This design comes from an exercise in tuning for small area, a short achievable clock period and few clock cycles per item on the open sky130 flow, not from production work. In this exercise RTL edits were held to simulation tests only and were not proved equivalent to the original. Power is estimated from default activity; no workload was simulated.

the reference run:
Design perceptron_weight_trainer, start of the top module:
module perceptron_weight_trainer
#(
  parameter int TABLE_DEPTH = 64,
  parameter int IDX_W       = 6,
  parameter int INIT_W      = 8
)
(
  input  logic                   clk,
  input  logic                   reset_n,
  input  logic                   train_valid,
  output logic                   train_ready,
  input  logic [IDX_W-1:0]       train_idx,
  input  logic [NUM_WEIGHTS-1:0] train_hist,
  input  logic                   train_taken,
  input  logic                   train_pred,
  input  logic                   train_confident,
  input  logic [IDX_W-1:0]       rd_idx,
  output logic [ROW_W-1:0]       rd_weights,
  output logic                   upd_done,
  output logic                   upd_written,
  output logic                   init_busy
);
Size in the first run: ~7,900 cells after synthesis, about 3,300 flip-flops, about 82 I/O pins, roughly 130,000 sq um of cells after synthesis.
Settings: LEC_CHECK=0, CAP_MARGIN=20, CELL_PAD_IN_SITES_DETAIL_PLACEMENT=1, CELL_PAD_IN_SITES_GLOBAL_PLACEMENT=1, CORE_MARGIN=2, CORE_UTILIZATION=45, GPL_TIMING_DRIVEN=0, PLACE_DENSITY=0.55, SETUP_SLACK_MARGIN=2.3, SLEW_MARGIN=20, SYNTH_HIERARCHICAL=1, SYNTH_MINIMUM_KEEP_SIZE=0; clock period 5.0 ns.
run.sh (not shown) runs the stock make flow with config.mk's settings and CLKGATE_MAP_FILE= SYNTH_SCRIPT=/design/flow/synth_recipe.tcl, a recipe that flattens the netlist after the stock synthesis.
Testbench counts of the reference run, summed over its fixed seeds: cycles 16,008, items 16,000.
Modified inputs, the trial run compared to the reference run
Settings: putting CTS_CLUSTER_SIZE at 24 where nothing was set; putting CTS_CLUSTER_DIAMETER at 60 where nothing was set.
==> comparison <==
Higher fraction of area in clock buffers and inverters among the trial run and the reference run: the reference run
Worst setup slack was higher in the run labelled the reference run.
Lower part of the total power dissipated in combinational logic goes to the reference run over the trial run.
Relative to the reference run, the trial run degrades clock skew.
Diff the reference run -> the trial run: minimum period implied by the final worst setup slack increased 5.3 ps; met2 routing resource usage after global routing level; static leakage went down by 0.47 nW.
Diff the reference run..the trial run | width of the die | unchanged
As far as routed wire length is concerned, the reference run and the trial run perform about the same.
The trial run vs the reference run — total power after layout dropped by a few percent

---

Setup of v26:
perceptron_weight_trainer, a different RTL version from the one above (not shown whole).
For scale: about 7900 cells after synthesis, about 3400 flip-flops, roughly 82 I/O pins, about 130000 um2 of cells after synthesis.
==> flow/config.mk <==
export PLATFORM = sky130hd
export DESIGN_NAME = perceptron_weight_trainer
export DESIGN_NICKNAME = perceptron_weight_trainer
export VERILOG_FILES = /design/flow/design.v
export SDC_FILE = /design/flow/constraint.sdc
export NUM_CORES = 4
export LEC_CHECK = 0
export CAP_MARGIN = 20
export CELL_PAD_IN_SITES_DETAIL_PLACEMENT = 1
export CELL_PAD_IN_SITES_GLOBAL_PLACEMENT = 1
export CORE_MARGIN = 2
export CORE_UTILIZATION = 45
export CTS_CLUSTER_DIAMETER = 60
export CTS_CLUSTER_SIZE = 24
export GPL_TIMING_DRIVEN = 0
export PLACE_DENSITY = 0.55
export SETUP_SLACK_MARGIN = 2.5
export SLEW_MARGIN = 20
export SYNTH_HIERARCHICAL = 1
export SYNTH_MINIMUM_KEEP_SIZE = 0
==> flow/constraint.sdc <==
create_clock -name core_clock -period 5.0 [get_ports {clk}]
set_input_delay 1.0000 -clock core_clock [delete_from_list [all_inputs] [get_ports {clk}]]
set_output_delay 1.0000 -clock core_clock [all_outputs]
set_load 0.01 [all_outputs]
The final layout from v26, which completed every stage, passed the timing, DRC and antenna checks at the end of the flow.
Testbench counts of v26, summed over its fixed seeds: cycles 16,008, items 16,000.
[inputs] v57 vs v26
Settings: CTS_CLUSTER_DIAMETER: 60 -> 80; CTS_CLUSTER_SIZE: 24 -> 30; TNS_END_PERCENT: unset -> 0; GPL_TIMING_DRIVEN: 0 -> 1; SETUP_SLACK_MARGIN: 2.5 -> 2.6.
Results
Per the final summary, v57 finished and its layout is clean on timing, DRC and antenna. Portion of the clock cycle consumed by the worst path in the final layout (higher): v57. Going from v26 to v57, post-synthesis sequential element count ~0 delta, first-pass iteration count of the detailed router held steady. v57 reports its capturing instance or port of the critical path as mem[336] while v26 reports req_h0_n[35].
The following lists how v52 was set up differently from v57:
Settings: CTS_CLUSTER_SIZE changed from 30 to 24; CTS_CLUSTER_DIAMETER changed from 80 to 60; SETUP_SLACK_MARGIN changed from 2.6 to 2.5; TNS_END_PERCENT removed (was 0).
--- outcome ---
v52: all stages complete, timing, DRC and antenna checks passed
Die boundary width: v57 vs v52 identical
Relative area change from synthesis to final layout: v52 > v57
Delta (v52 minus v57): required time at the worst-slack endpoint decreased by 1580 ps relative to the old numbers; hold slack saw a decrease.
The higher post-route clock period utilization of v57 and v52 is in v57.
Per the comparison of v52 with v57, switching power of the nets moved up, sequential cell count level, final area moved up.

[afterwards: timing with drivers on the ports]
How much do the figures lean on ideal ports? The routed layouts below were timed once more, with nothing changed but the port constraints.
Step 1: set_driving_cell puts a clkbuf_16 on clk and a buf_2 on each other input, an assumption about the parent block.
Step 2 adds t to the input delays and takes it off the output delays; t is the mean of the earliest and latest rising clock arrival at the registers after step 1. Input paths then give back, and output paths get back, about the clock's delay inside the block.
a / b / c = no drivers / after step 1 / after step 2; a / b = the first two.
| run | t, ns | setup slack, ns | hold slack, ns | worst setup path at the end | clock arrival spread, ns |
|---|---|---|---|---|---|
| the reference run | 1.052 | 1.880 / 1.816 / 0.764 | 0.200 / 0.192 / 0.469 | input to register | 0.048 / 0.048 |
| the trial run | 1.039 | 1.875 / 1.756 / 0.716 | 0.208 / 0.215 / 0.462 | input to register | 0.059 / 0.059 |
| v26 | 1.019 | 2.228 / 2.209 / 1.189 | 0.208 / 0.216 / 0.489 | input to register | 0.062 / 0.063 |
| v57 | 1.014 | 2.172 / 2.172 / 1.265 | 0.421 / 0.357 / 0.470 | input to register | 0.068 / 0.069 |
| v52 | 1.026 | 2.303 / 2.201 / 1.299 | 0.246 / 0.261 / 0.477 | input to register | 0.064 / 0.064 |
After both steps setup and hold are still met in every run listed. For the trial run, which loses most, drivers alone change the setup slack by -0.119 ns; drivers and shift together by -1.159 ns.
